Source: an optimization exercise on an open RTL-to-GDS flow (aim: small area, a short achievable clock period and few clock cycles). Production flows keep margins and buffers that such runs may drop.
Only simulation tests tie the RTL to the original design; equivalence was not proved.
Power and IR drop assume default switching activity.

==> config.mk <==
export PLATFORM = sky130hd
export DESIGN_NAME = cpu_top
export DESIGN_NICKNAME = cpu_top
export VERILOG_FILES = /design/flow/design.v
export SDC_FILE = /design/flow/constraint.sdc
export NUM_CORES = 4
export LEC_CHECK = 0
export ABC_AREA = 1
export CAP_MARGIN = 20
export CORE_MARGIN = 2
export CORE_UTILIZATION = 40
export SLEW_MARGIN = 20
export TNS_END_PERCENT = 20
==> constraint.sdc <==
create_clock -name core_clock -period 10.0 [get_ports {clk}]
set_input_delay 2.0000 -clock core_clock [delete_from_list [all_inputs] [get_ports {clk}]]
set_output_delay 2.0000 -clock core_clock [all_outputs]
set_load 0.01 [all_outputs]
==> design.v <==
package cpu_pkg;
	localparam logic [7:0] OP_NOP = 8'h00;
	localparam logic [7:0] OP_LDX = 8'h01, OP_LIX = 8'h02, OP_STX = 8'h03;
	localparam logic [7:0] OP_LDY = 8'h09, OP_LIY = 8'h0a, OP_STY = 8'h0b;
	localparam logic [7:0] OP_LDZ = 8'h11, OP_LIZ = 8'h12, OP_STZ = 8'h13;
	localparam logic [7:0] OP_INZ = 8'h15, OP_DEZ = 8'h16, OP_CLZ = 8'h17;
	localparam logic [7:0] OP_LDA = 8'h19, OP_LIA = 8'h1a, OP_STA = 8'h1b;
	localparam logic [7:0] OP_CLA = 8'h1c;
	localparam logic [7:0] OP_ADX = 8'h21, OP_ADY = 8'h22, OP_ADZ = 8'h23;
	localparam logic [7:0] OP_ADD = 8'h24, OP_ADI = 8'h25;
	localparam logic [7:0] OP_SUX = 8'h26, OP_SUY = 8'h27, OP_SUZ = 8'h28;
	localparam logic [7:0] OP_SUB = 8'h29, OP_SUI = 8'h2a;
	localparam logic [7:0] OP_LSL = 8'h36, OP_LSR = 8'h37, OP_ROL = 8'h38, OP_ROR = 8'h39;
	localparam logic [7:0] OP_JMP = 8'h41, OP_JZS = 8'h42, OP_JZC = 8'h43;
	localparam logic [7:0] OP_JCS = 8'h44, OP_JCC = 8'h45, OP_JSR = 8'h46, OP_RSR = 8'h47;
	localparam logic [7:0] OP_TXA = 8'h51, OP_TAX = 8'h52, OP_TYA = 8'h53;
	localparam logic [7:0] OP_TAY = 8'h54, OP_TZA = 8'h55, OP_TAZ = 8'h56;
	localparam logic [7:0] OP_CMP = 8'h61, OP_CMI = 8'h62;
	localparam logic [7:0] OP_CPX = 8'h63, OP_CPY = 8'h64, OP_CPZ = 8'h65, OP_CLC = 8'h66;
	localparam logic [7:0] OP_CLO = 8'h81, OP_OTX = 8'h82, OP_OTY = 8'h83;
	localparam logic [7:0] OP_OTZ = 8'h84, OP_OTA = 8'h85;
	localparam logic [7:0] OP_HLT = 8'hff;
endpackage
`timescale 1ns/1ps
module program_memory (
	input  logic       clk,
	input  logic       we,
	input  logic [7:0] waddr,
	input  logic [7:0] wdata,
	input  logic [6:0] fe_idx,	 
	input  logic [6:0] fo_idx,	 
	output logic [7:0] fe_data,
	output logic [7:0] fo_data,
	input  logic [6:0] de_idx,	 
	input  logic [6:0] do_idx,	 
	input  logic       d_odd,	 
	output logic [7:0] ddata
);
	logic [7:0] ev [0:127];
	logic [7:0] od [0:127];
	always_ff @(posedge clk) begin
		if (we && !waddr[0]) ev[waddr[7:1]] <= wdata;
		if (we && waddr[0])  od[waddr[7:1]] <= wdata;
	end
	assign fe_data = ev[fe_idx];
	assign fo_data = od[fo_idx];
	assign ddata   = d_odd ? od[do_idx] : ev[de_idx];
endmodule
`timescale 1ns/1ps
module cpu_top #(
	parameter int MEM_DEPTH = 256
) (
	input  logic       clk,
	input  logic       rst,
	input  logic       run,
	input  logic       load_we,
	input  logic [7:0] load_addr,
	input  logic [7:0] load_data,
	output logic [7:0] port_out,
	output logic       port_strobe,
	output logic       halted
);
	function automatic logic two_byte(input logic [7:0] op);
		case (op)
			cpu_pkg::OP_LDX, cpu_pkg::OP_LIX, cpu_pkg::OP_STX, cpu_pkg::OP_LDY, cpu_pkg::OP_LIY, cpu_pkg::OP_STY,
			cpu_pkg::OP_LDZ, cpu_pkg::OP_LIZ, cpu_pkg::OP_STZ, cpu_pkg::OP_LDA, cpu_pkg::OP_LIA, cpu_pkg::OP_STA,
			cpu_pkg::OP_ADD, cpu_pkg::OP_ADI, cpu_pkg::OP_SUB, cpu_pkg::OP_SUI, cpu_pkg::OP_CMP, cpu_pkg::OP_CMI,
			cpu_pkg::OP_JMP, cpu_pkg::OP_JZS, cpu_pkg::OP_JZC, cpu_pkg::OP_JCS, cpu_pkg::OP_JCC, cpu_pkg::OP_JSR: two_byte = 1'b1;
			default: two_byte = 1'b0;
		endcase
	endfunction
	function automatic logic flag_writer(input logic [7:0] op);
		case (op)
			cpu_pkg::OP_CLA, cpu_pkg::OP_ADX, cpu_pkg::OP_ADY, cpu_pkg::OP_ADZ, cpu_pkg::OP_ADD, cpu_pkg::OP_ADI,
			cpu_pkg::OP_SUX, cpu_pkg::OP_SUY, cpu_pkg::OP_SUZ, cpu_pkg::OP_SUB, cpu_pkg::OP_SUI,
			cpu_pkg::OP_LSL, cpu_pkg::OP_LSR, cpu_pkg::OP_ROL, cpu_pkg::OP_ROR,
			cpu_pkg::OP_CMP, cpu_pkg::OP_CMI, cpu_pkg::OP_CPX, cpu_pkg::OP_CPY, cpu_pkg::OP_CPZ, cpu_pkg::OP_CLC: flag_writer = 1'b1;
			default: flag_writer = 1'b0;
		endcase
	endfunction
	function automatic logic is_store(input logic [7:0] op);
		is_store = (op == cpu_pkg::OP_STX) || (op == cpu_pkg::OP_STY) || (op == cpu_pkg::OP_STZ) || (op == cpu_pkg::OP_STA);
	endfunction
	function automatic logic jump_or_read(input logic [7:0] op);
		case (op)
			cpu_pkg::OP_LDX, cpu_pkg::OP_LDY, cpu_pkg::OP_LDZ, cpu_pkg::OP_LDA,
			cpu_pkg::OP_ADD, cpu_pkg::OP_SUB, cpu_pkg::OP_CMP,
			cpu_pkg::OP_JMP, cpu_pkg::OP_JZS, cpu_pkg::OP_JZC, cpu_pkg::OP_JCS, cpu_pkg::OP_JCC, cpu_pkg::OP_JSR: jump_or_read = 1'b1;
			default: jump_or_read = 1'b0;
		endcase
	endfunction
	function automatic logic [6:0] even_word(input logic [7:0] a);
		even_word[0] = a[1] ^ (&a[0:0]);
		even_word[1] = a[2] ^ (&a[1:0]);
		even_word[2] = a[3] ^ (&a[2:0]);
		even_word[3] = a[4] ^ (&a[3:0]);
		even_word[4] = a[5] ^ (&a[4:0]);
		even_word[5] = a[6] ^ (&a[5:0]);
		even_word[6] = a[7] ^ (&a[6:0]);
	endfunction
	function automatic logic is_cond(input logic [7:0] op);
		is_cond = (op == cpu_pkg::OP_JZS) || (op == cpu_pkg::OP_JZC) || (op == cpu_pkg::OP_JCS) || (op == cpu_pkg::OP_JCC);
	endfunction
	function automatic logic cond_true(input logic [7:0] op, input logic c, input logic z);
		case (op)
			cpu_pkg::OP_JZS:  cond_true = z;
			cpu_pkg::OP_JZC:  cond_true = !z;
			cpu_pkg::OP_JCS:  cond_true = c;
			cpu_pkg::OP_JCC:  cond_true = !c;
			default: cond_true = 1'b0;
		endcase
	endfunction
	logic       started_q, halted_q;
	logic [7:0] pc_q;		 
	logic [6:0] ie_q;		 
	logic [7:0] r_q;		 
	logic       d_valid, d_fw, d_stale;	 
	logic       d_pz, d_pc_, d_ppol;	 
	logic [7:0] d_op, d_arg, d_pc, d_rold;
	logic [6:0] d_ei, d_oi;		 
	logic [7:0] f_arg;		 
	logic [6:0] d_ie;
	logic       e_st, e_wx, e_wy, e_wz, e_wa, e_inz, e_dez, e_clz;
	logic       e_add, e_sub, e_cmp, e_lsl, e_lsr, e_rol, e_ror, e_cla, e_clc;
	logic       e_out;
	logic [7:0] e_arg, e_src;
	logic [7:0] x_q, y_q, z_q, a_q;
	logic       c_q, zf_q;
	logic [7:0] port_q;
	logic       strobe_q;
	logic       mem_we;
	logic [7:0] mem_waddr, mem_wdata;
	logic [7:0] fe, fo, dd;
	program_memory i_mem (
		.clk(clk), .we(mem_we), .waddr(mem_waddr), .wdata(mem_wdata),
		.fe_idx(ie_q), .fo_idx(pc_q[7:1]), .fe_data(fe), .fo_data(fo),
		.de_idx(d_ei), .do_idx(d_oi), .d_odd(d_arg[0]), .ddata(dd)
	);
	logic [7:0] nx, ny, nz, na;
	logic       nc, nzf;
	logic       inv;
	logic [7:0] alu_b, alu_t, alu_k;
	logic [8:0] sum;
	logic       zero;
	assign inv   = e_sub || e_cmp;
	assign alu_b = inv ? ~e_src : e_src;
	assign sum   = {1'b0, a_q} + {1'b0, alu_b} + {8'd0, inv};
	assign alu_t = a_q ^ alu_b;
	assign alu_k = {a_q[6:0] | alu_b[6:0], inv};
	assign zero  = (alu_t == alu_k);
	assign nx = e_wx ? e_src : x_q;
	assign ny = e_wy ? e_src : y_q;
	always_comb begin
		nz = z_q;
		if (e_wz)  nz = e_src;
		if (e_inz) nz = z_q + 8'd1;
		if (e_dez) nz = z_q - 8'd1;
		if (e_clz) nz = 8'd0;
	end
	always_comb begin
		na  = a_q;
		nc  = c_q;
		nzf = zf_q;
		if (e_wa) na = e_src;
		if (e_add || e_sub) na = sum[7:0];
		if (e_add) nc = sum[8];
		if (e_sub) nc = !sum[8];
		if (e_add || e_sub || e_cmp) nzf = zero;
		if (e_cmp) nc = !sum[8] || zero;	 
		if (e_lsl) {nc, na} = {a_q, 1'b0};
		if (e_rol) {nc, na} = {a_q, c_q};
		if (e_lsr) {na, nc} = {1'b0, a_q};
		if (e_ror) {na, nc} = {c_q, a_q};
		if (e_lsl || e_rol) nzf = (a_q[6:0] == 7'd0) && !(e_rol && c_q);
		if (e_lsr || e_ror) nzf = (a_q[7:1] == 7'd0) && !(e_ror && c_q);
		if (e_cla) begin
			na  = 8'd0;
			nc  = 1'b0;
			nzf = 1'b0;
		end
		if (e_clc) nc = 1'b0;
	end
	logic       lw_q;
	logic [7:0] ld_q;
	always_ff @(posedge clk) begin
		lw_q <= load_we;
		ld_q <= load_data;
	end
	assign mem_we    = e_st;
	assign mem_waddr = e_arg;
	assign mem_wdata = lw_q ? ld_q : e_src;
	logic [7:0] d_data, d_src;
	logic [6:0] d_arg_ie;
	logic       d_br_taken, haz_d, e_next, d_hit, d_hit_op, d_hit_arg, d_late;
	logic [7:0] d_argv;
	assign d_data   = (e_st && e_arg == d_arg) ? e_src : dd;	 
	assign d_arg_ie = d_arg[7:1] + {6'd0, d_arg[0]};
	assign d_br_taken = (d_pz && (nzf == d_ppol)) || (d_pc_ && (nc == d_ppol));
	assign d_hit    = e_st && d_valid && (e_arg[0] ? (e_arg[7:1] == d_pc[7:1]) : (e_arg[7:1] == d_ie));
	assign d_hit_op = d_hit && (e_arg[0] == d_pc[0]);
	assign d_hit_arg = d_hit && (e_arg[0] != d_pc[0]);
	assign d_late   = jump_or_read(d_op);
	assign haz_d    = d_hit_op || ((d_hit_arg || d_stale) && d_late);
	assign d_argv   = d_hit_arg ? e_src : d_arg;	 
	assign e_next   = d_valid && !haz_d && !halted_q;
	always_comb begin
		case (d_op)
			cpu_pkg::OP_ADX, cpu_pkg::OP_SUX, cpu_pkg::OP_CPX, cpu_pkg::OP_TXA, cpu_pkg::OP_OTX, cpu_pkg::OP_STX: d_src = nx;
			cpu_pkg::OP_ADY, cpu_pkg::OP_SUY, cpu_pkg::OP_CPY, cpu_pkg::OP_TYA, cpu_pkg::OP_OTY, cpu_pkg::OP_STY: d_src = ny;
			cpu_pkg::OP_ADZ, cpu_pkg::OP_SUZ, cpu_pkg::OP_CPZ, cpu_pkg::OP_TZA, cpu_pkg::OP_OTZ, cpu_pkg::OP_STZ: d_src = nz;
			cpu_pkg::OP_TAX, cpu_pkg::OP_TAY, cpu_pkg::OP_TAZ, cpu_pkg::OP_OTA, cpu_pkg::OP_STA: d_src = na;
			cpu_pkg::OP_LDX, cpu_pkg::OP_LDY, cpu_pkg::OP_LDZ, cpu_pkg::OP_LDA, cpu_pkg::OP_ADD, cpu_pkg::OP_SUB, cpu_pkg::OP_CMP: d_src = d_data;
			cpu_pkg::OP_CLO: d_src = 8'd0;
			default: d_src = d_argv;	 
		endcase
	end
	logic       e_alu, c_e, z_e, d_early, d_zero, dc, dz;
	logic [7:0] a_e, o_e, b_e;
	logic [8:0] sum_d;
	logic       k_ox, k_oy, k_oz, k_inv, k_add, k_sub, k_cmp;
	logic       k_lsl, k_lsr, k_rol, k_ror, k_cla, k_clc, k_mem;
	assign e_alu = e_add || e_sub || e_cmp || e_lsl || e_lsr || e_rol || e_ror;
	assign a_e   = e_cla ? 8'd0 : (e_wa ? e_src : a_q);
	assign c_e   = !(e_cla || e_clc) && c_q;
	assign z_e   = !e_cla && zf_q;
	assign d_early = !e_alu && !e_inz && !e_dez && !d_hit_arg && !k_mem;
	assign o_e   = ({8{k_ox}} & nx) | ({8{k_oy}} & ny) |
	               ({8{k_oz}} & (e_clz ? 8'd0 : (e_wz ? e_src : z_q))) |
	               ({8{!(k_ox || k_oy || k_oz)}} & d_arg);
	assign b_e    = k_inv ? ~o_e : o_e;
	assign sum_d  = {1'b0, a_e} + {1'b0, b_e} + {8'd0, k_inv};
	assign d_zero = ((a_e ^ b_e) == {a_e[6:0] | b_e[6:0], k_inv});
	always_comb begin
		dc = c_e;
		dz = z_e;
		if (k_add) dc = sum_d[8];
		if (k_sub) dc = !sum_d[8];
		if (k_cmp) dc = !sum_d[8] || d_zero;
		if (k_add || k_sub || k_cmp) dz = d_zero;
		if (k_lsl || k_rol) dc = a_e[7];
		if (k_lsr || k_ror) dc = a_e[0];
		if (k_lsl || k_rol) dz = (a_e[6:0] == 7'd0) && !(k_rol && c_e);
		if (k_lsr || k_ror) dz = (a_e[7:1] == 7'd0) && !(k_ror && c_e);
		if (k_cla) begin
			dc = 1'b0;
			dz = 1'b0;
		end
		if (k_clc) dc = 1'b0;
	end
	logic       go, haz_f, f_hit, f_hit_arg, f_cond, f_taken, f_jump, f_rsr, f_two, f_jsr;
	logic [7:0] op_f, arg_f, pc_p1, pc_p2;
	logic [6:0] arg_ie, r_ie;
	assign go     = started_q || run;
	assign op_f   = pc_q[0] ? fo : fe;
	assign arg_f  = pc_q[0] ? fe : fo;
	assign pc_p1  = pc_q + 8'd1;
	assign pc_p2  = pc_q + 8'd2;
	assign arg_ie = even_word(arg_f);
	assign f_arg  = f_hit_arg ? mem_wdata : arg_f;
	assign r_ie   = r_q[7:1] + {6'd0, r_q[0]};
	assign f_hit  = mem_we && (mem_waddr[0] ? (mem_waddr[7:1] == pc_q[7:1]) : (mem_waddr[7:1] == ie_q));
	assign haz_f  = f_hit && (mem_waddr[0] == pc_q[0]);	 
	assign f_hit_arg = f_hit && (mem_waddr[0] != pc_q[0]);
	assign f_cond = is_cond(op_f);
	assign f_jsr  = (op_f == cpu_pkg::OP_JSR);
	assign f_rsr  = (op_f == cpu_pkg::OP_RSR);
	assign f_two  = two_byte(op_f);
	assign f_taken = f_cond && (!d_fw || d_early) && cond_true(op_f, d_fw ? dc : nc, d_fw ? dz : nzf);
	assign f_jump = (op_f == cpu_pkg::OP_JMP) || f_jsr || f_taken;
	always_ff @(posedge clk) begin
		if (rst) begin
			started_q <= 1'b0;
			pc_q      <= 8'd0;
			ie_q      <= 7'd0;
			r_q       <= 8'd0;
			d_valid   <= 1'b0;
			d_stale   <= 1'b0;
			d_fw      <= 1'b0;
			d_pz      <= 1'b0;
			d_pc_     <= 1'b0;
		end else begin
			started_q <= started_q || run;
			d_pz  <= 1'b0;
			d_pc_ <= 1'b0;
			d_fw  <= 1'b0;
			d_stale <= 1'b0;
			if (haz_d) begin
				pc_q    <= d_pc;	 
				ie_q    <= d_ie;
				r_q     <= d_rold;
				d_valid <= 1'b0;
			end else if (d_br_taken) begin
				pc_q    <= d_arg;
				ie_q    <= d_arg_ie;
				d_valid <= 1'b0;
			end else if (haz_f || !go) begin
				d_valid <= 1'b0;
			end else begin
				d_valid <= 1'b1;
				d_stale <= f_hit_arg;
				d_fw    <= flag_writer(op_f);
				d_pz    <= d_fw && !d_early && (op_f == cpu_pkg::OP_JZS || op_f == cpu_pkg::OP_JZC);
				d_pc_   <= d_fw && !d_early && (op_f == cpu_pkg::OP_JCS || op_f == cpu_pkg::OP_JCC);
				if (f_jump) begin
					pc_q <= arg_f;
					ie_q <= arg_ie;
				end else if (f_rsr) begin
					pc_q <= r_q;
					ie_q <= r_ie;
				end else if (f_two) begin
					pc_q <= pc_p2;
					ie_q <= ie_q + 7'd1;
				end else begin
					pc_q <= pc_p1;
					ie_q <= pc_q[7:1] + 7'd1;
				end
				if (f_jsr) begin
					r_q <= pc_p2;
				end
			end
		end
	end
	always_ff @(posedge clk) begin
		d_op   <= op_f;	 
		k_ox   <= (op_f == cpu_pkg::OP_ADX) || (op_f == cpu_pkg::OP_SUX) || (op_f == cpu_pkg::OP_CPX);
		k_oy   <= (op_f == cpu_pkg::OP_ADY) || (op_f == cpu_pkg::OP_SUY) || (op_f == cpu_pkg::OP_CPY);
		k_oz   <= (op_f == cpu_pkg::OP_ADZ) || (op_f == cpu_pkg::OP_SUZ) || (op_f == cpu_pkg::OP_CPZ);
		k_inv  <= (op_f == cpu_pkg::OP_SUX) || (op_f == cpu_pkg::OP_SUY) || (op_f == cpu_pkg::OP_SUZ) ||
		          (op_f == cpu_pkg::OP_SUI) || (op_f == cpu_pkg::OP_CMI) || (op_f == cpu_pkg::OP_CPX) ||
		          (op_f == cpu_pkg::OP_CPY) || (op_f == cpu_pkg::OP_CPZ);
		k_add  <= (op_f == cpu_pkg::OP_ADX) || (op_f == cpu_pkg::OP_ADY) || (op_f == cpu_pkg::OP_ADZ) || (op_f == cpu_pkg::OP_ADI);
		k_sub  <= (op_f == cpu_pkg::OP_SUX) || (op_f == cpu_pkg::OP_SUY) || (op_f == cpu_pkg::OP_SUZ) || (op_f == cpu_pkg::OP_SUI);
		k_cmp  <= (op_f == cpu_pkg::OP_CMI) || (op_f == cpu_pkg::OP_CPX) || (op_f == cpu_pkg::OP_CPY) || (op_f == cpu_pkg::OP_CPZ);
		k_lsl  <= (op_f == cpu_pkg::OP_LSL);
		k_lsr  <= (op_f == cpu_pkg::OP_LSR);
		k_rol  <= (op_f == cpu_pkg::OP_ROL);
		k_ror  <= (op_f == cpu_pkg::OP_ROR);
		k_cla  <= (op_f == cpu_pkg::OP_CLA);
		k_clc  <= (op_f == cpu_pkg::OP_CLC);
		k_mem  <= (op_f == cpu_pkg::OP_ADD) || (op_f == cpu_pkg::OP_SUB) || (op_f == cpu_pkg::OP_CMP);
		d_arg  <= f_arg;
		if (!f_arg[0]) d_ei <= f_arg[7:1];
		if (f_arg[0])  d_oi <= f_arg[7:1];
		d_pc   <= pc_q;
		d_ie   <= ie_q;
		d_rold <= r_q;
		d_ppol <= !op_f[0];	 
		e_arg <= load_we ? load_addr : d_argv;
		e_src <= d_src;
	end
	always_ff @(posedge clk) begin
		if (rst) begin
			{e_st, e_wx, e_wy, e_wz, e_wa, e_inz, e_dez, e_clz} <= '0;
			{e_add, e_sub, e_cmp, e_lsl, e_lsr, e_rol, e_ror, e_cla, e_clc} <= '0;
			e_out <= 1'b0;
		end else begin
			e_st  <= load_we || (e_next && is_store(d_op));
			e_wx  <= e_next && (d_op == cpu_pkg::OP_LDX || d_op == cpu_pkg::OP_LIX || d_op == cpu_pkg::OP_TAX);
			e_wy  <= e_next && (d_op == cpu_pkg::OP_LDY || d_op == cpu_pkg::OP_LIY || d_op == cpu_pkg::OP_TAY);
			e_wz  <= e_next && (d_op == cpu_pkg::OP_LDZ || d_op == cpu_pkg::OP_LIZ || d_op == cpu_pkg::OP_TAZ);
			e_wa  <= e_next && (d_op == cpu_pkg::OP_LDA || d_op == cpu_pkg::OP_LIA || d_op == cpu_pkg::OP_TXA ||
			                    d_op == cpu_pkg::OP_TYA || d_op == cpu_pkg::OP_TZA);
			e_inz <= e_next && (d_op == cpu_pkg::OP_INZ);
			e_dez <= e_next && (d_op == cpu_pkg::OP_DEZ);
			e_clz <= e_next && (d_op == cpu_pkg::OP_CLZ);
			e_add <= e_next && (d_op == cpu_pkg::OP_ADX || d_op == cpu_pkg::OP_ADY || d_op == cpu_pkg::OP_ADZ ||
			                    d_op == cpu_pkg::OP_ADD || d_op == cpu_pkg::OP_ADI);
			e_sub <= e_next && (d_op == cpu_pkg::OP_SUX || d_op == cpu_pkg::OP_SUY || d_op == cpu_pkg::OP_SUZ ||
			                    d_op == cpu_pkg::OP_SUB || d_op == cpu_pkg::OP_SUI);
			e_cmp <= e_next && (d_op == cpu_pkg::OP_CMP || d_op == cpu_pkg::OP_CMI || d_op == cpu_pkg::OP_CPX ||
			                    d_op == cpu_pkg::OP_CPY || d_op == cpu_pkg::OP_CPZ);
			e_lsl <= e_next && (d_op == cpu_pkg::OP_LSL);
			e_lsr <= e_next && (d_op == cpu_pkg::OP_LSR);
			e_rol <= e_next && (d_op == cpu_pkg::OP_ROL);
			e_ror <= e_next && (d_op == cpu_pkg::OP_ROR);
			e_cla <= e_next && (d_op == cpu_pkg::OP_CLA);
			e_clc <= e_next && (d_op == cpu_pkg::OP_CLC);
			e_out <= e_next && (d_op == cpu_pkg::OP_CLO || d_op == cpu_pkg::OP_OTX || d_op == cpu_pkg::OP_OTY ||
			                    d_op == cpu_pkg::OP_OTZ || d_op == cpu_pkg::OP_OTA);
		end
	end
	always_ff @(posedge clk) begin
		if (rst) begin
			x_q      <= 8'd0;
			y_q      <= 8'd0;
			z_q      <= 8'd0;
			a_q      <= 8'd0;
			c_q      <= 1'b0;
			zf_q     <= 1'b0;
			port_q   <= 8'd0;
			strobe_q <= 1'b0;
			halted_q <= 1'b0;
		end else begin
			x_q      <= nx;
			y_q      <= ny;
			z_q      <= nz;
			a_q      <= na;
			c_q      <= nc;
			zf_q     <= nzf;
			strobe_q <= e_out;
			if (e_out) port_q <= e_src;
			if (e_next && d_op == cpu_pkg::OP_HLT) halted_q <= 1'b1;	 
		end
	end
	assign port_out    = port_q;
	assign port_strobe = strobe_q;
	assign halted      = halted_q;
endmodule
==> flow/run.sh <==
#!/bin/bash
export SETUP_SLACK_MARGIN=6
bash standard.sh > standard.log 2>&1
==> standard.sh <==
#!/bin/bash
# synth_recipe.tcl (not shown) runs the flow's synth.tcl, then flattens the netlist and writes it again
# the make line also repeats each setting of config.mk as NAME=value (left out here)
make -C /OpenROAD-flow-scripts/flow DESIGN_CONFIG=/design/flow/config.mk WORK_HOME=/design/flow/orfs CLKGATE_MAP_FILE= SYNTH_SCRIPT=/design/flow/synth_recipe.tcl "${@:-finish}"
==> results.toml, run 1 <==
[sta]
rsz0062_at_grt = "yes"
period_share = 0.426
setup_viol = 0
clock_skew_ns = 0.0748
timing_hold_violations_final = 0
max_freq_mhz = 235
holdWs_ns = 0.383
finalMaxSlewViolations = 0
setup_tns_ns = 0
maxSlewHeadroom = 0.118
worst_pin_slew_ns = 1.32
fin_crit_ns = 4.26

[synth]
ys_seq_area_frac = 0.581
synth_compound_gate_area_share = 0.114
syn_area_sq_um = 114000
ys_ff_latch = 2260
synth.distinct_cells = 61
synth_area_per_cell_sq_um = 8.97
synthMuxAreaShare = 0.000176
syn-num-nets = 12728
ys_warn_count = 2
yosys.area_share.xor_xnor = 0.00540
synth_top_family_by_area = "simple AND/OR/NAND/NOR gates"
synth_adder_area_share = 0.00447
syn_inst = 12668
async_flop_share = 0
synthFlopType = "edfxtp_1"
synth_edf_count = 2070
synth-simple-area-share = 0.248

[power_and_ir_drop]
powerDensity_nw_per_um2 = 337
power.internal_mw = 23.9
leakagePower_nw = 47.6
pwr-share-comb = 0.525
switchingPower_mw = 21.3
ir_drop_v = 0.000287
clkPwrFrac = 0.216
sw_frac_of_total = 0.472
pwr-share-seq = 0.260

[final_layout]
final_cell_mix = "nand2_1, edfxtp_1, nand3_1, nor2_1, o21ai_0"
drive_gt1_frac = 0.113
regArea_sq_um = 66000
area_growth_pct = 18.1
multi_input_area_sq_um = 44800
final_nets = 12603
fillers = 25843
final_common_cell = "nand2_1"

[critical_path]
cpPeakStageDelay_ns = 0.57
cp_data_required_time_ns = 10.64
critical_path.slowest_cell = "o311ai_4"
crit_path_end_kind = "flop"
crit_family = "compound AO/OA/AOI/OAI gates"
path_max_fanout = 138
start_kind = "flop"
path_class = "flop to flop"
critPathArrivalTime_ns = 4.90
path_buf_inv = 2
cp_cell_sequence = "inv_16 -> buf_16 -> o21ai_0 -> o22ai_1 -> o21ai_0 -> o22ai_1 -> nand2_1 -> a21oi_1 -> o311ai_4 -> nand2_1 -> a21oi_1 -> nand4_1"

[die]
die_w_microns = 537
die_area_sq_um = 288000
die_h_microns = 537
initial_core_util = 0.402
rows = 195
core_sq_um = 282000
pin_count = 30

[grt]
grt-ovfl-total = 0
grt_pass1_vias = 92473
grt_max_degree = 199
grt_pass1_wl_mm = 654
antenna_found_initial = 20
grtUsageTotal = 0.308

[flow_run]
cap_violations = 0

[detailed_routing]
drt_wl_total_mm = 480
vias = 103732
firstDrtPassIters = 8
wire_per_inst_microns = 29.1
final_antenna_net_count = 0
drtIter0Drc = 17874
drt-vias-per-instance = 6.29
route.detailed.drc = 0

[clock_network]
numCtsBuffers = 241
cts.sinks = 2260
cts_hold_buf = 0
root_buffer = "clkbuf_16"
clockBufferDepth = 4
cts-htree-levels = 4
clk_latency_ns = 0.95
tritoncts = "done"
clk_pin_slew_ns = 0.07

[place]
place_congestion = 0.957
portBuffers = 29
dpl.hpwl_mm = 255

[run_status]
status = "timing/DRC/antenna clean"

[worst_hold_path]
min_path_type = "flop to flop"
[cells in the mapped netlist, types with 54 or more instances]
master	count	area share
buf_1	66	0.0022
buf_4	54	0.0036
nor3_1	115	0.0051
edfxtp_1	2070	0.55
nand2_1	2876	0.095
clkbuf_1	538	0.018
a21oi_1	103	0.0045
o21ai_0	1420	0.063
nor2_1	1707	0.056
o22ai_1	581	0.032
dfxtp_1	190	0.033
nand3_1	1989	0.088
o221ai_1	67	0.0052
buf_2	300	0.013
inv_1	234	0.0077
[sequential cells by signal (all words and copies together) (netlist names), 7 cells and up, named ones only]
register and cells:
pc_q 8, x_q 8, d_rold 8, y_q 8
z_q 8, d_oi 7, e_src 8, port_q 8
e_arg 8, d_arg 8, i_mem.ev 1024, d_ei 7
i_mem.od 1024, ie_q 7, ld_q 8, a_q 8
r_q 8, d_pc 8, d_ie 7, d_op 8
[timing repair]
action	in CTS	in global routing
pin swaps	20	117
cloned	76	81
buffers inserted	84	94
endpoints found under the setup margin	123	72
resized for setup	368	438
[worst register-to-register path: cells and delay by family (launching register included)]
family | cells | cell delay, ns
DFF | 1 | 0.51
AOI/OAI and AO/OA | 7 | 2.37
and+or+nand+nor | 3 | 0.62
buffers and inverters | 2 | 0.48
[cell families (layout without fill, tap and decap cells)]
group | Yosys count | after routing
flops | 2260 | 2260
xor+xnor | 70 | 70
buf+inv | 1232 | 1299
other cells | 0 | 8
simple gates | 6751 | 6755
fa+ha+maj | 40 | 40
compound gates | 2313 | 2313
mux | 2 | 2
[path summary, 6_finish.rpt]
| check | startpoint | endpoint | slack [ns] | cells past startpoint |
|---|---|---|---|---|
| max | flop | e_src[7] | 5.74 | 12 |
| min | pc_q[7] | d_pc[7] | 0.38 | 0 |
| max reg2reg | flop | e_src[7] | 5.74 | 12 |
| min reg2reg | pc_q[7] | d_pc[7] | 0.38 | 0 |
[cell type report]
cell class / count / share of cell area
sequential: 2260 / 0.492
multi-input combinational: 9180 / 0.334
timing repair buffer: 579 / 0.0639
clock buffer: 286 / 0.0475
tap: 3743 / 0.0349
clock inverter: 153 / 0.0151
inverter: 252 / 0.00889
timing repair inverter: 29 / 0.00356
antenna: 8 / 0.000149
[per-stage QoR]
step           power (mW)  cell area [sq um]  cells  setup slack [ns]   util
2_1_floorplan        23.0             114000  12668              4.74      -
3_3_place_gp         29.7             117000  15704              3.96  0.413
3_5_place_dp         29.8             117000  15705              3.90  0.413
4_1_cts              41.7             130000  16304              5.92  0.459
5_1_grt              46.2             134000  16487              5.90  0.475
6_report             45.2             134000  16490              5.74  0.475
[power groups by stage]
stage                     registers [mW]  clock network [mW]  logic [mW]
after global placement              12.0                   0        17.7
after CTS                           11.7                9.74        20.2
after detailed placement            12.0                   0        17.8
after floorplan                     11.6                   0        11.4
after global routing                11.7                10.1        24.4
final                               11.7                9.74        23.7
[layer usage]
layer / vias to the layer above / global-route usage / share of wire
li1: 44468 / - / -
met1: 49535 / 0.416 / 0.37
met2: 8302 / 0.457 / 0.43
met3: 1413 / 0.0719 / 0.14
met4: 14 / 0.165 / 0.062
met5: - / 0.000658 / 0.00021
Testbench counts, summed over its fixed seeds: cycles 28,389.
==> run 2, diff against run 1 <==
--- a/config.mk
+++ b/config.mk
@@ -11,2 +11,4 @@
 export CORE_UTILIZATION = 40
+export CTS_CLUSTER_DIAMETER = 80
+export CTS_CLUSTER_SIZE = 20
 export SLEW_MARGIN = 20
==> results.toml, run 2 <==
[die]
initial_core_util = 0.402
pin_count = 30
die_h_microns = 537
die_w_microns = 537
die_area_sq_um = 288000
core_sq_um = 282000
rows = 195

[synth]
synth_edf_count = 2070
netlist.area_leader.share = 0.547
synth_area_per_cell_sq_um = 8.97
ys_seq_area_frac = 0.581
synthFlopType = "edfxtp_1"
ys_ff_latch = 2260
netlist_top_cells_area = "edfxtp_1, nand2_1, nand3_1, o21ai_0, nor2_1"
syn_area_sq_um = 114000
syn_inst = 12668
synth.distinct_cells = 61
syn-num-nets = 12728
async_flop_share = 0
ys_warn_count = 2
synth_common_cells = "nand2_1, edfxtp_1, nand3_1"
synth_largest_area_cell = "edfxtp_1"
yosysMostFrequentCell = "nand2_1"

[grt]
grtUsageTotal = 0.306
grt_pass1_vias = 91440
antenna_found_initial = 13
grt_pass1_wl_mm = 650
grt_max_degree = 199
grt-ovfl-total = 0

[clock_network]
cts-htree-levels = 4
root_buffer = "clkbuf_16"
clockBufferDepth = 4
clk_latency_ns = 0.90
tritoncts = "done"
numCtsBuffers = 151
clk_pin_slew_ns = 0.09
cts.sinks = 2260

[power_and_ir_drop]
pwr-share-comb = 0.554
sw_frac_of_total = 0.496
leakagePower_nw = 44.8
pwr-share-seq = 0.288
clkPwrFrac = 0.158
powerDensity_nw_per_um2 = 317
switchingPower_mw = 20.2
power.internal_mw = 20.5
ir_drop_v = 0.000242
total_power_mw = 40.7

[run_status]
status = "timing/DRC/antenna clean"

[sta]
max_freq_mhz = 240
setup_viol = 0
fin_crit_ns = 4.17
maxSlewHeadroom = 0.113
clock_skew_ns = 0.0583
timing_hold_violations_final = 0
period_share = 0.417
worst_pin_slew_ns = 1.33
finalMaxSlewViolations = 0
setup_tns_ns = 0
rsz0062_at_grt = "yes"

[critical_path]
critPathArrivalTime_ns = 4.88
cp_data_required_time_ns = 10.72
path_max_fanout = 74
start_kind = "flop"
crit_path_end_kind = "flop"
path_class = "flop to flop"

[place]
portBuffers = 29
placed_cells = 15705
dpl.hpwl_mm = 255
place_congestion = 0.957

[final_layout]
final_common_cell = "nand2_1"
final_cell_mix = "nand2_1, edfxtp_1, nand3_1, nor2_1, o21ai_0"
drive_gt1_frac = 0.0871
area_growth_pct = 12.8
final_nets = 12443
fillers = 26509
fin_util = 0.454
fin_cells = 16199

[detailed_routing]
wire_per_inst_microns = 28.9
firstDrtPassIters = 9
vias = 101942
drtIter0Drc = 16606
drt-vias-per-instance = 6.29
route.detailed.drc = 0
drt_wl_total_mm = 469
final_antenna_net_count = 0

[worst_hold_path]
worstHoldStart = "r_q[6]"
min_path_type = "flop to flop"

[flow_run]
cap_violations = 0
## run 2: cell counts after synthesis
No cell type changed its count.
## run 2: cell families (layout without fill, tap and decap cells)
kind of cell	count (synthesis)	in the layout	synth area share
muxes	2	2	0.000176
and+or+nand+nor	6751	6754	0.248
DFF	2260	2260	0.581
buffers and inverters	1232	1013	0.0474
xor gates and xnor gates	70	70	0.00540
AOI/OAI and AO/OA	2313	2313	0.114
other	0	4	0
adders and majority gates	40	40	0.00447
## run 2: layer usage
| layer | vias to the layer above | track usage | routed length (microns) |
|---|---|---|---|
| met1 | 48768 | 0.415 | 175000 |
| met4 | 10 | 0.167 | 28800 |
| met5 | - | 0 | 69 |
| met3 | 1282 | 0.0702 | 64500 |
| li1 | 44021 | - | - |
| met2 | 7861 | 0.453 | 201000 |
## run 2: timing repair
action / CTS / global route
buffers inserted: 76 / 66
endpoints found under the setup margin: 124 / 58
pin swaps: 23 / 60
cloned: 72 / 50
gates resized for setup: 343 / 271
hold buffers: 0 / 0
## run 2: power by group through the flow
stage / combinational, mW / clock, mW / sequential, mW
final: 22.5 / 6.44 / 11.7
after global routing: 23.3 / 6.73 / 11.7
after CTS: 20.1 / 6.43 / 11.7
after detailed placement: 17.8 / 0 / 12.0
after global placement: 17.7 / 0 / 12.0
after floorplan: 11.4 / 0 / 11.6
## run 2: final cells by class
class,instances,area [sq um],share of cell area
flip-flops and latches,2260,66000,0.515
multi-input cells,9179,44000,0.344
repair buffers,509,7230,0.0564
well taps,3743,4680,0.0366
clock buffers,179,3970,0.0310
inverters,252,1210,0.00942
clock inverters,43,478,0.00373
repair inverters,30,459,0.00358
diodes,4,10.0,0.0000781
## run 2: critical path, stage by stage (launching register included)
cell and delay (ns):
dfxtp_4 0.44, inv_16 0.30, buf_8 0.35, buf_8 0.39, o21ai_0 0.16, o22ai_1 0.29, o21ai_0 0.18, o22ai_1 0.33
o21ai_0 0.16, o221ai_1 0.32, nand3_1 0.41, nand2_2 0.34, a21oi_1 0.11, o2111ai_1 0.08
## run 2: final timing paths
path	endpoint	slack [ns]	depth (start not counted)
worst max-delay path	e_src[1]	5.83	13
worst min-delay path	d_rold[6]	0.38	0
worst max register to register	e_src[1]	5.83	13
worst min register to register	d_rold[6]	0.38	0
## run 2: per-stage QoR
step                instance area (sq um)  hold slack [ns]  setup WS [ns]
floorplan                          114000            0.346           4.74
global placement                   117000            0.354           3.96
detailed placement                 117000            0.366           3.90
CTS                                125000            0.380           5.92
global route                       128000            0.391           5.85
finish                             128000            0.381           5.83
==> run 3, diff against run 2 <==
--- a/config.mk
+++ b/config.mk
@@ -14,2 +14,2 @@
 export SLEW_MARGIN = 20
-export TNS_END_PERCENT = 20
+export TNS_END_PERCENT = 5
==> results.toml, run 3 <==
[power_and_ir_drop]
clkPwrFrac = 0.158
powerDensity_nw_per_um2 = 317
pwr-share-seq = 0.287
switchingPower_mw = 20.2
power.internal_mw = 20.6
pwr-share-comb = 0.555
leakagePower_nw = 45.0
total_power_mw = 40.8
ir_drop_v = 0.000252
sw_frac_of_total = 0.496

[flow_run]
cap_violations = 0

[sta]
maxSlewHeadroom = 0.118
fin_crit_ns = 4.22
setup_viol = 0
timing_hold_violations_final = 0
fin_ws_ns = 5.78
worst_pin_slew_ns = 1.32
rsz0062_at_grt = "yes"
finalMaxSlewViolations = 0
period_share = 0.422
holdWs_ns = 0.378
max_freq_mhz = 237
setup_tns_ns = 0
clock_skew_ns = 0.0562

[synth]
synth_largest_area_cell = "edfxtp_1"
synth.distinct_cells = 61
syn_inst = 12668
ys_ff_latch = 2260
synth_area_per_cell_sq_um = 8.97
syn-num-nets = 12728
netlist.area_leader.share = 0.547
synthFlopType = "edfxtp_1"
ys_seq_area_frac = 0.581
synth_edf_count = 2070
syn_area_sq_um = 114000
yosysMostFrequentCell = "nand2_1"
async_flop_share = 0
netlist_top_cells_area = "edfxtp_1, nand2_1, nand3_1, o21ai_0, nor2_1"
ys_warn_count = 2
synth_common_cells = "nand2_1, edfxtp_1, nand3_1"

[final_layout]
area_growth_pct = 13.2
final_nets = 12466
final_common_cell = "nand2_1"
fin_cells = 16220
final_cell_mix = "nand2_1, edfxtp_1, nand3_1, nor2_1, o21ai_0"
final_design_area_no_fill_sq_um = 129000
fin_util = 0.456
drive_gt1_frac = 0.0908

[critical_path]
critPathMostFrequentCell = "o21ai_0"
start_kind = "flop"
cpPeakStageDelay_ns = 0.52
path_max_fanout = 99
crit_path_end_kind = "flop"
cp_data_required_time_ns = 10.73
cp_cell_sequence = "inv_16 -> clkbuf_8 -> buf_12 -> o21ai_0 -> o22ai_1 -> nor2_1 -> o32ai_2 -> o21ai_0 -> o221ai_1 -> o311ai_4 -> nand2_1 -> a21oi_1 -> nand4_1"
critical_path.slowest_cell = "o32ai_2"
path_class = "flop to flop"
critPathArrivalTime_ns = 4.95

[die]
initial_core_util = 0.402
pin_count = 30
die_h_microns = 537
die_area_sq_um = 288000
die_w_microns = 537
core_sq_um = 282000
rows = 195

[worst_hold_path]
min_path_type = "flop to flop"

[clock_network]
numCtsBuffers = 151
clockBufferDepth = 4
clk_pin_slew_ns = 0.09
cts.sinks = 2260
clk_latency_ns = 0.90
tritoncts = "done"
root_buffer = "clkbuf_16"
cts-htree-levels = 4

[detailed_routing]
wl_met1_mm = 175
final_antenna_net_count = 0
drtIter0Drc = 16543
top_layer_used = "met5"
wl_met3_mm = 64.5
dr_wl_met2_mm = 201
firstDrtPassIters = 10
route.detailed.drc = 0
wire_per_inst_microns = 28.9
drt-vias-per-instance = 6.27
vias = 101692
drt_wl_total_mm = 469

[grt]
grt_pass1_wl_mm = 650
grt-ovfl-total = 0
grt_max_degree = 199
grtUsageTotal = 0.306
antenna_found_initial = 15
grt_pass1_vias = 91375

[place]
place_congestion = 0.957
portBuffers = 29
placed_cells = 15705
placed_area_sq_um = 117000
place_worst_setup_slack_ns = 3.90
dpl.hpwl_mm = 255

[run_status]
status = "timing/DRC/antenna clean"
[run 3: metal layers]
layer | track usage | vias to the layer above
met4 | 0.167 | 12
met2 | 0.452 | 7758
met3 | 0.0721 | 1231
li1 | - | 44082
met1 | 0.414 | 48609
met5 | 0 | -
[run 3: path summary, 6_finish.rpt]
check,slack [ns],from,to,cells after the start
worst min register to register,0.38,r_q[6],d_rold[6],0
worst max register to register,5.78,flop,e_src[7],13
worst min-delay path,0.38,r_q[6],d_rold[6],0
worst max-delay path,5.78,flop,e_src[7],13
[run 3: cell type report]
type,count,area [sq um]
Timing Repair inverter,27,438
Clock buffer,179,3970
Clock inverter,43,478
Sequential cell,2260,66000
Timing Repair Buffer,534,7480
Fill cell,26438,154000
Inverter,252,1190
Multi-Input combinational cell,9180,44300
Tap cell,3743,4680
Antenna cell,2,5.00
[run 3: worst max-delay path, delay by kind of cell (launching register included)]
family	cells	cell delay, ns
buffers and inverters	3	1.04
AO/OA/AOI/OAI	7	1.89
AND/OR/NAND/NOR	3	0.56
flip-flops	1	0.41
[run 3: repair_timing]
action,CTS,global route
gates resized for setup,328,327
endpoints found under the setup margin,124,73
cloned,72,56
hold buffers,0,0
pin swaps,23,83
setup buffers,72,89
[run 3: cell families (layout without fill, tap and decap cells)]
family                   after synthesis  after routing  share of synthesized area
adder cells (fa/ha/maj)               40             40                    0.00447
flip-flops                          2260           2260                      0.581
AND/OR/NAND/NOR                     6751           6755                      0.248
AO/OA/AOI/OAI                       2313           2313                      0.114
multiplexers                           2              2                   0.000176
buffers and inverters               1232           1035                     0.0474
other                                  0              2                          0
XOR/XNOR                              70             70                    0.00540
[run 3: power by group through the flow]
stage / Clock [mW] / Combinational, mW / Sequential, mW
after floorplan: 0 / 11.4 / 11.6
after global placement: 0 / 17.7 / 12.0
after detailed placement: 0 / 17.8 / 12.0
after CTS: 6.43 / 20.1 / 11.7
after global routing: 6.73 / 23.4 / 11.7
final: 6.44 / 22.7 / 11.7

port drivers added, routing unchanged:
The flow's constraints put no driver on any port. The routed layouts listed below were extracted and timed again, unchanged, in two steps. Step 1: set_driving_cell puts a clkbuf_16 on clk and a buf_2 on each other input, an assumption about the parent block. Step 2, shift: input delay + t, output delay - t, t = (earliest + latest rising clock arrival at the registers) / 2. This alone moves slack from input paths to output paths. Slacks: ideal ports / drivers / drivers and shift; pairs: ideal ports / drivers.
run	shift t [ns]	slack for setup (ns)	worst hold slack (ns)	worst setup path after step 2
run 1	1.007	5.741 / 5.741 / 5.741	0.383 / 0.383 / 0.383	register to register
run 2	0.964	5.833 / 5.833 / 5.833	0.381 / 0.381 / 0.381	register to register
run 3	0.963	5.776 / 5.776 / 5.776	0.378 / 0.378 / 0.378	register to register
After both steps setup and hold are still met in every run listed.
